This is an optimization exercise on Yosys and OpenROAD, whose aim is small area, a short achievable clock period and few clock cycles, not a production implementation. At most, simulation tests tie the RTL to the original design; equivalence was not proved. Power is estimated from default activity; no workload was simulated.

## run A
==> flow/design.v (excerpt) <==
module weight_update
(
   input  logic  clk,
   input  logic  reset,
   input  logic  cmd_valid,
   input  logic  cmd_init,
   output logic  cmd_ready,
   input  wu_pkg::word_t weight_in,
   input  logic  weight_valid,
   output logic  weight_ready,
   input  wu_pkg::word_t gradient_in,
   input  logic  gradient_valid,
   output logic  gradient_ready,
   output wu_pkg::word_t result_out,
   output logic  result_valid,
   input  logic  result_ready,
   input  wu_pkg::len_t  total_length,
   input  wu_pkg::node_t node_id,
   input  wu_pkg::node_t num_node,
   output wu_pkg::addr_t avs_address,
   output wu_pkg::word_t avs_writedata,
   output logic  avs_read,
   output logic  avs_write,
   input  wu_pkg::word_t avs_readdata,
   input  logic  avs_waitrequest,
   input  logic  avs_readdatavalid
);
==> flow/config.mk <==
export PLATFORM = sky130hd
export DESIGN_NAME = weight_update
export DESIGN_NICKNAME = weight_update
export VERILOG_FILES = /design/flow/design.v
export SDC_FILE = /design/flow/constraint.sdc
export NUM_CORES = 4
export LEC_CHECK = 0
export ABC_CLOCK_PERIOD_IN_PS = 2500
export CAP_MARGIN = 20
export CORE_MARGIN = 2
export CORE_UTILIZATION = 40
export CTS_BUF_LIST = sky130_fd_sc_hd__clkbuf_4 sky130_fd_sc_hd__clkbuf_8
export CTS_CLUSTER_SIZE = 30
export SETUP_SLACK_MARGIN = 3.5
export SLEW_MARGIN = 20
export SYNTH_HIERARCHICAL = 1
export SYNTH_MINIMUM_KEEP_SIZE = 0
==> flow/constraint.sdc <==
create_clock -name core_clock -period 6.0 [get_ports {clk}]
set_input_delay 1.2000 -clock core_clock [delete_from_list [all_inputs] [get_ports {clk}]]
set_output_delay 1.2000 -clock core_clock [all_outputs]
set_load 0.01 [all_outputs]
standard.sh (not shown) runs the stock make flow with config.mk's settings and CLKGATE_MAP_FILE= SYNTH_SCRIPT=/design/flow/synth_recipe.tcl, a recipe that flattens the netlist after the stock synthesis.
==> flow/flow/run.sh <==
#!/bin/bash
# Standard layout, with the smallest buffer as the port buffer instead of
# the default delay buffer (the timing repairs upsize it where needed),
# and a clock tree without dummy loads.
set -euo pipefail
bash standard.sh \
  "BUFFER_PORTS_ARGS=-buffer_cell sky130_fd_sc_hd__buf_1" \
  "CTS_ARGS=-sink_clustering_enable -repair_clock_nets -sink_clustering_size 30 -buf_list {sky130_fd_sc_hd__clkbuf_4 sky130_fd_sc_hd__clkbuf_8} -dont_use_dummy_load" \
  finish > standard.log 2>&1
Testbench counts of run A, summed over its fixed seeds: cycles 20,526.
The following lists how run B was set up differently from run A:
Settings: changing ABC_CLOCK_PERIOD_IN_PS from 2500 to 4000.
==> flow/flow/run.sh <==
#!/bin/bash
# Standard layout, with the smallest buffer as the port buffer instead of
# the default delay buffer; the timing repairs upsize it where needed.
set -euo pipefail
bash standard.sh "BUFFER_PORTS_ARGS=-buffer_cell sky130_fd_sc_hd__buf_1" finish > standard.log 2>&1
[summary]
Looking at count of clock-buffer cells in the layout across run B and run A, the one that comes out lower is run A.
Initial antenna violation count: run B vs run A up 1
Run B ends up with higher global-route track usage on met2 than run A does.
Here is what was changed in the inputs of run C compared with run B.
Settings: ABC_CLOCK_PERIOD_IN_PS now 2500, was 4000.
--- outcome ---
Diff run B -> run C: number of cells traversed by the worst register-to-register path level, floorplan die width level, setup TNS level, critical path depth level.
Re number of sinks driven by the clock tree: no difference whatsoever between run C and run B.
Compared with run B, in run C final core utilization did not really move, non-clock buffer count did not really move, combinational power share did not really move, share of total power in the clock network did not really move.
From run B to run C, met2 routing resource usage after global routing did not move at all.


== main ==
Another version of the RTL of weight_update (not shown whole).
Size: roughly 2,100 cells after synthesis.
clock: 6.0 ns
lec_check: 0
abc_clock_period_in_ps: 2500
cap_margin: 20
core_margin: 2
core_utilization: 40
cts_buf_list: sky130_fd_sc_hd__clkbuf_4 sky130_fd_sc_hd__clkbuf_8
cts_cluster_size: 30
setup_slack_margin: 3.7
slew_margin: 20
synth_hierarchical: 1
synth_minimum_keep_size: 0
==> flow/flow/run.sh <==
#!/bin/bash
# Standard layout, with the smallest buffer as the port buffer instead of
# the default delay buffer (the timing repairs upsize it where needed),
# and a clock tree without dummy loads.
set -euo pipefail
bash standard.sh \
  "BUFFER_PORTS_ARGS=-buffer_cell sky130_fd_sc_hd__buf_1" \
  "CTS_ARGS=-sink_clustering_enable -repair_clock_nets -sink_clustering_size 30 -buf_list {sky130_fd_sc_hd__clkbuf_4 sky130_fd_sc_hd__clkbuf_8} -dont_use_dummy_load" \
  finish > standard.log 2>&1
Testbench counts of main, summed over its fixed seeds: cycles 20,526.
[inputs] the feature branch vs main
# main
export LEC_CHECK = 0
export ABC_CLOCK_PERIOD_IN_PS = 2500
export CAP_MARGIN = 20
export CORE_MARGIN = 2
export CORE_UTILIZATION = 40
export CTS_BUF_LIST = sky130_fd_sc_hd__clkbuf_4 sky130_fd_sc_hd__clkbuf_8
export CTS_CLUSTER_SIZE = 30
export SETUP_SLACK_MARGIN = 3.7
export SLEW_MARGIN = 20
export SYNTH_HIERARCHICAL = 1
export SYNTH_MINIMUM_KEEP_SIZE = 0
create_clock -name core_clock -period 6.0 [get_ports {clk}]
# the feature branch
export LEC_CHECK = 0
export ABC_CLOCK_PERIOD_IN_PS = 2500
export CAP_MARGIN = 20
export CORE_MARGIN = 2
export CORE_UTILIZATION = 40
export CTS_BUF_LIST = sky130_fd_sc_hd__clkbuf_4 sky130_fd_sc_hd__clkbuf_8
export CTS_CLUSTER_SIZE = 30
export SETUP_SLACK_MARGIN = 3.5
export SLEW_MARGIN = 20
export SYNTH_HIERARCHICAL = 1
export SYNTH_MINIMUM_KEEP_SIZE = 0
create_clock -name core_clock -period 6.0 [get_ports {clk}]
==> flow/flow/run.sh <==
#!/bin/bash
# Standard layout, with the smallest buffer as the port buffer instead of
# the default delay buffer (the timing repairs upsize it where needed),
# and a clock tree without dummy loads.
set -euo pipefail
bash standard.sh \
  "BUFFER_PORTS_ARGS=-buffer_cell sky130_fd_sc_hd__buf_1" \
  "CTS_ARGS=-sink_clustering_enable -repair_clock_nets -sink_clustering_size 16 -sink_clustering_max_diameter 60 -buf_list {sky130_fd_sc_hd__clkbuf_4 sky130_fd_sc_hd__clkbuf_8 sky130_fd_sc_hd__clkbuf_16} -dont_use_dummy_load" \
  finish > standard.log 2>&1
--- outcome ---
Wire: the feature branch routes less than main. Area growth from synthesis to layout down 6.0 points in the feature branch wrt main. Going from main to the feature branch, non-clock buffer count shrank by 39; fmax has decreased. The feature branch ended with every stage complete and zero timing, DRC or antenna violations.


## zinc
weight_update, a different RTL version from the one above (not shown whole).
For scale: roughly 410 I/O pins, about 24000 sq um of cells after synthesis.
Design weight_update, start of the top module:
module weight_update
(
   input  logic  clk,
   input  logic  reset,
   input  logic  cmd_valid,
   input  logic  cmd_init,
   output logic  cmd_ready,
   input  wu_pkg::word_t weight_in,
   input  logic  weight_valid,
   output logic  weight_ready,
   input  wu_pkg::word_t gradient_in,
   input  logic  gradient_valid,
   output logic  gradient_ready,
   output wu_pkg::word_t result_out,
   output logic  result_valid,
   input  logic  result_ready,
   input  wu_pkg::len_t  total_length,
   input  wu_pkg::node_t node_id,
   input  wu_pkg::node_t num_node,
   output wu_pkg::addr_t avs_address,
   output wu_pkg::word_t avs_writedata,
   output logic  avs_read,
   output logic  avs_write,
   input  wu_pkg::word_t avs_readdata,
   input  logic  avs_waitrequest,
   input  logic  avs_readdatavalid
);
Settings: LEC_CHECK=0, ABC_CLOCK_PERIOD_IN_PS=3000, CAP_MARGIN=20, CORE_MARGIN=2, CORE_UTILIZATION=40, SETUP_SLACK_MARGIN=3.0, SLEW_MARGIN=20; clock period 6.0 ns.
run.sh (not shown) runs the stock make flow with config.mk's settings and CLKGATE_MAP_FILE= SYNTH_SCRIPT=/design/flow/synth_recipe.tcl, a recipe that flattens the netlist after the stock synthesis.
Stock flow here: none of the scripts above is used.
Testbench counts of zinc, summed over its fixed seeds: cycles 20,481.
diff inputs: zinc => nickel
Settings: a deleted SETUP_SLACK_MARGIN that had been 3.0; a deleted ABC_CLOCK_PERIOD_IN_PS that had been 3000.
--- outcome ---
Going from zinc to nickel, total power shrinks by about 3.5%.
Across both runs, final period utilization was higher for nickel than for zinc.
nickel ended up with a lower register-to-register slack than zinc did.
Compared with zinc, nickel shows a pin slew with the least headroom to its limit that is 0.044 ns lower.
Relative to zinc, the maximum frequency of nickel is lower by 19%.
nickel vs. zinc: register share of the cell area picked up an extra 3.5 points, clock power share picked up an extra 2.2 points.
Changes observed in nickel relative to zinc: met1 track demand over resource dropped 2.2 points; design area dropped about 10%.


old:
Another version of the RTL of weight_update (not shown whole).
For scale: about 2200 cells after synthesis, about 410 flip-flops, about 410 I/O pins, ~23000 sq um of cells after synthesis.
==> flow/config.mk <==
export PLATFORM = sky130hd
export DESIGN_NAME = weight_update
export DESIGN_NICKNAME = weight_update
export VERILOG_FILES = /design/flow/design.v
export SDC_FILE = /design/flow/constraint.sdc
export NUM_CORES = 4
export LEC_CHECK = 0
export ABC_CLOCK_PERIOD_IN_PS = 2800
export CAP_MARGIN = 20
export CORE_MARGIN = 2
export CORE_UTILIZATION = 40
export SETUP_SLACK_MARGIN = 3.2
export SLEW_MARGIN = 20
==> flow/constraint.sdc <==
create_clock -name core_clock -period 6.0 [get_ports {clk}]
set_input_delay 1.2000 -clock core_clock [delete_from_list [all_inputs] [get_ports {clk}]]
set_output_delay 1.2000 -clock core_clock [all_outputs]
set_load 0.01 [all_outputs]
Per the final summary, old finished and its layout is clean on timing, DRC and antenna.
The following lists how new was set up differently from old:
-- flow/config.mk --
<<< old, line 10
export CORE_MARGIN = 2
export CORE_UTILIZATION = 40
export SETUP_SLACK_MARGIN = 3.2
export SLEW_MARGIN = 20
>>> new, line 10
export CORE_MARGIN = 2
export CORE_UTILIZATION = 40
export SLEW_MARGIN = 20
Results
On data arrival at the endpoint of the critical path, the lower figure sits with old, not new. Per the comparison of new with old, iteration count of the initial detailed-routing pass barely changed, number of antenna violations at the first check in global routing climbed 1, number of global-route vias before repair dropped 1123, number of non-clock buffers in the layout dropped 30%. Going from old to new, worst setup slack shrinks by 1150 ps. old → new: fraction of cell area in non-clock buffers down 4.8 points, final instance area down 3200 sq um.
No run of this note included a check of the RTL's function; only the layout flow was run.


weight_update, a different RTL version from the one above (not shown whole).
Size: ~2000 cells after synthesis, about 390 flip-flops, ~410 I/O pins, about 21000 um2 of cells after synthesis.
Settings: LEC_CHECK=0, ABC_CLOCK_PERIOD_IN_PS=2400, CAP_MARGIN=20, CORE_MARGIN=2, CORE_UTILIZATION=40, SETUP_SLACK_MARGIN=3.6, SLEW_MARGIN=20; clock period 6.0 ns.
Edit:
--- a/flow/config.mk
+++ b/flow/config.mk
@@ -8 +8 @@
-export ABC_CLOCK_PERIOD_IN_PS = 2400
+export ABC_CLOCK_PERIOD_IN_PS = 2800
@@ -12 +12 @@
-export SETUP_SLACK_MARGIN = 3.6
+export SETUP_SLACK_MARGIN = 3.2
Wire length decreases by 11%. Total power came out higher by 0.50%. Combinational power fell by about 9%.
No functional check of the RTL was part of any run of this note.


## lane 1
weight_update with an RTL version that a note above also has.
Size: about 2100 cells after synthesis, about 410 I/O pins, about 23000 µm² of cells after synthesis.
==> flow/config.mk <==
export PLATFORM = sky130hd
export DESIGN_NAME = weight_update
export DESIGN_NICKNAME = weight_update
export VERILOG_FILES = /design/flow/design.v
export SDC_FILE = /design/flow/constraint.sdc
export NUM_CORES = 4
export LEC_CHECK = 0
export ABC_CLOCK_PERIOD_IN_PS = 2500
export CAP_MARGIN = 20
export CORE_MARGIN = 2
export CORE_UTILIZATION = 55
export CTS_BUF_LIST = sky130_fd_sc_hd__clkbuf_4 sky130_fd_sc_hd__clkbuf_8
export CTS_CLUSTER_SIZE = 30
export SETUP_SLACK_MARGIN = 3.5
export SLEW_MARGIN = 20
export SYNTH_HIERARCHICAL = 1
export SYNTH_MINIMUM_KEEP_SIZE = 0
==> flow/constraint.sdc <==
create_clock -name core_clock -period 6.0 [get_ports {clk}]
set_input_delay 1.2000 -clock core_clock [delete_from_list [all_inputs] [get_ports {clk}]]
set_output_delay 1.2000 -clock core_clock [all_outputs]
set_load 0.01 [all_outputs]
standard.sh (not shown) runs the stock make flow with config.mk's settings and CLKGATE_MAP_FILE= SYNTH_SCRIPT=/design/flow/synth_recipe.tcl, a recipe that flattens the netlist after the stock synthesis.
==> flow/flow/run.sh <==
#!/bin/bash
# Standard layout, with the smallest buffer as the port buffer instead of
# the default delay buffer (the timing repairs upsize it where needed),
# and a clock tree without dummy loads.
set -euo pipefail
bash standard.sh \
  "BUFFER_PORTS_ARGS=-buffer_cell sky130_fd_sc_hd__buf_1" \
  "CTS_ARGS=-sink_clustering_enable -repair_clock_nets -sink_clustering_size 30 -buf_list {sky130_fd_sc_hd__clkbuf_4 sky130_fd_sc_hd__clkbuf_8} -dont_use_dummy_load" \
  finish > standard.log 2>&1
Lane 1 ran to completion and came out clean on the timing, DRC and antenna checks.
Testbench counts of lane 1, summed over its fixed seeds: cycles 20,526.
Inputs modified between lane 1 and lane 2:
# lane 1
export LEC_CHECK = 0
export ABC_CLOCK_PERIOD_IN_PS = 2500
export CAP_MARGIN = 20
export CORE_MARGIN = 2
export CORE_UTILIZATION = 55
export CTS_BUF_LIST = sky130_fd_sc_hd__clkbuf_4 sky130_fd_sc_hd__clkbuf_8
export CTS_CLUSTER_SIZE = 30
export SETUP_SLACK_MARGIN = 3.5
export SLEW_MARGIN = 20
export SYNTH_HIERARCHICAL = 1
export SYNTH_MINIMUM_KEEP_SIZE = 0
create_clock -name core_clock -period 6.0 [get_ports {clk}]
# lane 2
export LEC_CHECK = 0
export ABC_CLOCK_PERIOD_IN_PS = 2500
export CAP_MARGIN = 20
export CORE_MARGIN = 2
export CORE_UTILIZATION = 40
export CTS_BUF_LIST = sky130_fd_sc_hd__clkbuf_4 sky130_fd_sc_hd__clkbuf_8
export CTS_CLUSTER_SIZE = 30
export SETUP_SLACK_MARGIN = 3.5
export SLEW_MARGIN = 20
export SYNTH_HIERARCHICAL = 1
export SYNTH_MINIMUM_KEEP_SIZE = 0
create_clock -name core_clock -period 6.0 [get_ports {clk}]
- Lane 2 against lane 1: utilization saw a decrease; fraction of the cycle the final worst path needs saw little to no change; share of total power in the clock network saw an increase; length of routed met2 wiring saw an increase; overall fraction of global-route tracks in use saw a decrease.
- Final instance count without filler cells (lane 1 / lane 2): 0.927
- Final setup slack of the worst path for lane 2: 7.3 ps up relative to lane 1
What lane 3 does differently from lane 2 at the input level:
# lane 2
export LEC_CHECK = 0
export ABC_CLOCK_PERIOD_IN_PS = 2500
export CAP_MARGIN = 20
export CORE_MARGIN = 2
export CORE_UTILIZATION = 40
export CTS_BUF_LIST = sky130_fd_sc_hd__clkbuf_4 sky130_fd_sc_hd__clkbuf_8
export CTS_CLUSTER_SIZE = 30
export SETUP_SLACK_MARGIN = 3.5
export SLEW_MARGIN = 20
export SYNTH_HIERARCHICAL = 1
export SYNTH_MINIMUM_KEEP_SIZE = 0
create_clock -name core_clock -period 6.0 [get_ports {clk}]
# lane 3
export LEC_CHECK = 0
export ABC_CLOCK_PERIOD_IN_PS = 2500
export CAP_MARGIN = 20
export CORE_MARGIN = 2
export CORE_UTILIZATION = 55
export CTS_BUF_LIST = sky130_fd_sc_hd__clkbuf_4 sky130_fd_sc_hd__clkbuf_8
export CTS_CLUSTER_SIZE = 30
export SETUP_SLACK_MARGIN = 3.5
export SLEW_MARGIN = 20
export SYNTH_HIERARCHICAL = 1
export SYNTH_MINIMUM_KEEP_SIZE = 0
create_clock -name core_clock -period 6.0 [get_ports {clk}]
==> flow/flow/run.sh <==
#!/bin/bash
# Standard layout, with the smallest buffer as the port buffer instead of
# the default delay buffer (the timing repairs upsize it where needed),
# and a clock tree without dummy loads.
set -euo pipefail
bash standard.sh \
  "BUFFER_PORTS_ARGS=-buffer_cell sky130_fd_sc_hd__buf_1" \
  "CTS_ARGS=-sink_clustering_enable -repair_clock_nets -sink_clustering_size 20 -sink_clustering_max_diameter 80 -buf_list {sky130_fd_sc_hd__clkbuf_8 sky130_fd_sc_hd__clkbuf_16} -dont_use_dummy_load" \
  finish > standard.log 2>&1
Notes after the runs:
Placed standard-cell area (lower): lane 3
Peak ir drop on the vdd network of lane 3 exceeds that of lane 2 by more than a quarter.
On number of sinks handled by clock tree synthesis, lane 2 tracks lane 3 almost exactly.
Signed area change from the synthesized netlist to the final layout: lane 3 vs lane 2 down 3.4 points
Going from lane 2 to lane 3, register area stayed essentially flat; register clock-pin slew on the reported worst setup and hold paths rose by 30 ps.
Diff lane 2 -> lane 3 | antenna diode instance count | decrease of 2
Lane 2 reports its library cell contributing the largest single delay on the critical path as or3_4 while lane 3 reports a211oi_4.
Lane 3 vs lane 2: detailed route wirelength on metal3 down in lane 3
Number of inserted filler cells in the final layout (lane 3 vs. lane 2) decreases by more than a quarter
diff inputs: lane 3 => lane 4
# lane 3
export LEC_CHECK = 0
export ABC_CLOCK_PERIOD_IN_PS = 2500
export CAP_MARGIN = 20
export CORE_MARGIN = 2
export CORE_UTILIZATION = 55
export CTS_BUF_LIST = sky130_fd_sc_hd__clkbuf_4 sky130_fd_sc_hd__clkbuf_8
export CTS_CLUSTER_SIZE = 30
export SETUP_SLACK_MARGIN = 3.5
export SLEW_MARGIN = 20
export SYNTH_HIERARCHICAL = 1
export SYNTH_MINIMUM_KEEP_SIZE = 0
create_clock -name core_clock -period 6.0 [get_ports {clk}]
# lane 4
export LEC_CHECK = 0
export ABC_CLOCK_PERIOD_IN_PS = 2500
export CAP_MARGIN = 20
export CORE_MARGIN = 2
export CORE_UTILIZATION = 40
export CTS_BUF_LIST = sky130_fd_sc_hd__clkbuf_4 sky130_fd_sc_hd__clkbuf_8
export CTS_CLUSTER_SIZE = 30
export SETUP_SLACK_MARGIN = 3.5
export SLEW_MARGIN = 20
export SYNTH_HIERARCHICAL = 1
export SYNTH_MINIMUM_KEEP_SIZE = 0
create_clock -name core_clock -period 6.0 [get_ports {clk}]
## What came out
Lane 4: no failed stages, no open violations at the end
Lane 4 against lane 3: critical path required time closely matched the old numbers, detailed-routing wirelength on met1 increased by about 7% relative to the old numbers, total of plain and repair buffers excluding clock buffers increased by about 0.9% relative to the old numbers, post-placement cell area increased by 270 µm² relative to the old numbers, transition at the pin with the smallest max-transition slack decreased by 210 ps relative to the old numbers.
Diff lane 3 -> lane 4: core utilization now smaller, final weighted congestion of routability-driven global placement shrank by 4.2%.
Looking at overall fraction of global-route tracks in use, lane 4 sits 6.0 points below lane 3.
Compared with lane 3, lane 4 shows well tap count that has gone up by more than a quarter.
When the final numbers for lane 4 and lane 3 were put side by side, the sequential share of layout area turned out to be smaller in lane 4.
Looking at cell with the biggest individual delay on the critical path, the a211oi_4 result is from lane 3; the or3_4 one comes from lane 4.
## Diff of input files: lane 5 against lane 4
# lane 4
export LEC_CHECK = 0
export ABC_CLOCK_PERIOD_IN_PS = 2500
export CAP_MARGIN = 20
export CORE_MARGIN = 2
export CORE_UTILIZATION = 40
export CTS_BUF_LIST = sky130_fd_sc_hd__clkbuf_4 sky130_fd_sc_hd__clkbuf_8
export CTS_CLUSTER_SIZE = 30
export SETUP_SLACK_MARGIN = 3.5
export SLEW_MARGIN = 20
export SYNTH_HIERARCHICAL = 1
export SYNTH_MINIMUM_KEEP_SIZE = 0
create_clock -name core_clock -period 6.0 [get_ports {clk}]
# lane 5
export LEC_CHECK = 0
export ABC_CLOCK_PERIOD_IN_PS = 2500
export CAP_MARGIN = 20
export CORE_MARGIN = 2
export CORE_UTILIZATION = 40
export CTS_BUF_LIST = sky130_fd_sc_hd__clkbuf_4 sky130_fd_sc_hd__clkbuf_8
export CTS_CLUSTER_SIZE = 30
export SETUP_SLACK_MARGIN = 3.3
export SLEW_MARGIN = 20
export SYNTH_HIERARCHICAL = 1
export SYNTH_MINIMUM_KEEP_SIZE = 0
create_clock -name core_clock -period 6.0 [get_ports {clk}]
==> flow/flow/run.sh <==
#!/bin/bash
# Standard layout, with the smallest buffer as the port buffer instead of
# the default delay buffer (the timing repairs upsize it where needed),
# and a clock tree without dummy loads.
set -euo pipefail
bash standard.sh \
  "BUFFER_PORTS_ARGS=-buffer_cell sky130_fd_sc_hd__buf_1" \
  "CTS_ARGS=-sink_clustering_enable -repair_clock_nets -sink_clustering_size 30 -buf_list {sky130_fd_sc_hd__clkbuf_4 sky130_fd_sc_hd__clkbuf_8} -dont_use_dummy_load" \
  finish > standard.log 2>&1
### Flow results
Lane 5 reached the end of the flow, and the finished layout is clean on the timing, DRC and antenna checks. Number of flip-flops and latches of lane 5 is on par with lane 4. Taking lane 4 as the reference point, the total number of nets in the final design of lane 5 rises by about 1%. Lane 4 was larger in final cell area than lane 5. Lane 4 → lane 5: largest vdd supply drop fell by about 25%; maximum frequency decreased by about 6% relative to the old numbers. Changes observed in lane 5 relative to lane 4: share of the core filled with cells moved down; leakage power of the design roughly the same. Clock group share of total power (higher): lane 5. Portion of the clock cycle consumed by the worst path in the final layout sits higher in lane 5 than in lane 4.

[static timing again, ports no longer ideal]
The results above use ideal ports. As a check the final layouts listed here were re-extracted and re-timed, cells and wires unchanged. Step 1, drivers: a clkbuf_16 drives clk and a buf_2 each remaining input, both assumed. Step 2 moves the port delays by t, midway between the first and last clock arrival at a register: inputs arrive t later, outputs are due t later. That takes back most of the time a late clock gives input paths. Three values: ideal ports, drivers, drivers and shift; two values: the first two.
run	t, ns	setup slack, ns	hold WS [ns]	worst register clock-pin slew, ns	worst data-port slew with drivers (ns)
run A	0.671	3.389 / 3.388 / 2.716	0.434 / 0.434 / 0.434	0.06 / 0.06	0.09
run B	0.705	3.389 / 3.389 / 2.684	0.434 / 0.434 / 0.434	0.07 / 0.07	0.09
run C	0.705	3.389 / 3.389 / 2.684	0.434 / 0.434 / 0.434	0.07 / 0.07	0.09
main	0.682	3.519 / 3.469 / 2.925	0.432 / 0.432 / 0.432	0.06 / 0.06	0.12
the feature branch	0.609	3.482 / 3.493 / 2.890	0.430 / 0.430 / 0.430	0.07 / 0.07	0.10
zinc	0.661	2.087 / 2.109 / 1.449	0.481 / 0.481 / 0.481	0.07 / 0.07	0.11
nickel	0.650	1.162 / 1.201 / 0.551	0.490 / 0.490 / 0.490	0.07 / 0.07	0.13
old	0.623	2.589 / 2.538 / 1.915	0.477 / 0.477 / 0.477	0.06 / 0.06	0.12
new	0.645	1.443 / 1.465 / 0.819	0.463 / 0.463 / 0.463	0.06 / 0.06	0.11
the first run of note 5	0.620	3.095 / 3.063 / 2.448	0.477 / 0.477 / 0.477	0.06 / 0.06	0.11
the second run of note 5	0.632	3.101 / 3.121 / 2.489	0.479 / 0.479 / 0.479	0.06 / 0.06	0.10
lane 1	0.651	3.478 / 3.500 / 2.851	0.426 / 0.426 / 0.426	0.06 / 0.06	0.11
lane 2	0.669	3.485 / 3.449 / 2.847	0.429 / 0.429 / 0.429	0.06 / 0.06	0.09
lane 3	0.621	3.443 / 3.453 / 2.832	0.430 / 0.430 / 0.430	0.09 / 0.09	0.09
lane 4	0.637	3.493 / 3.463 / 2.888	0.429 / 0.429 / 0.429	0.09 / 0.09	0.10
lane 5	0.674	3.327 / 3.320 / 2.646	0.431 / 0.431 / 0.431	0.06 / 0.06	0.10
After both steps every run listed still meets setup and hold.
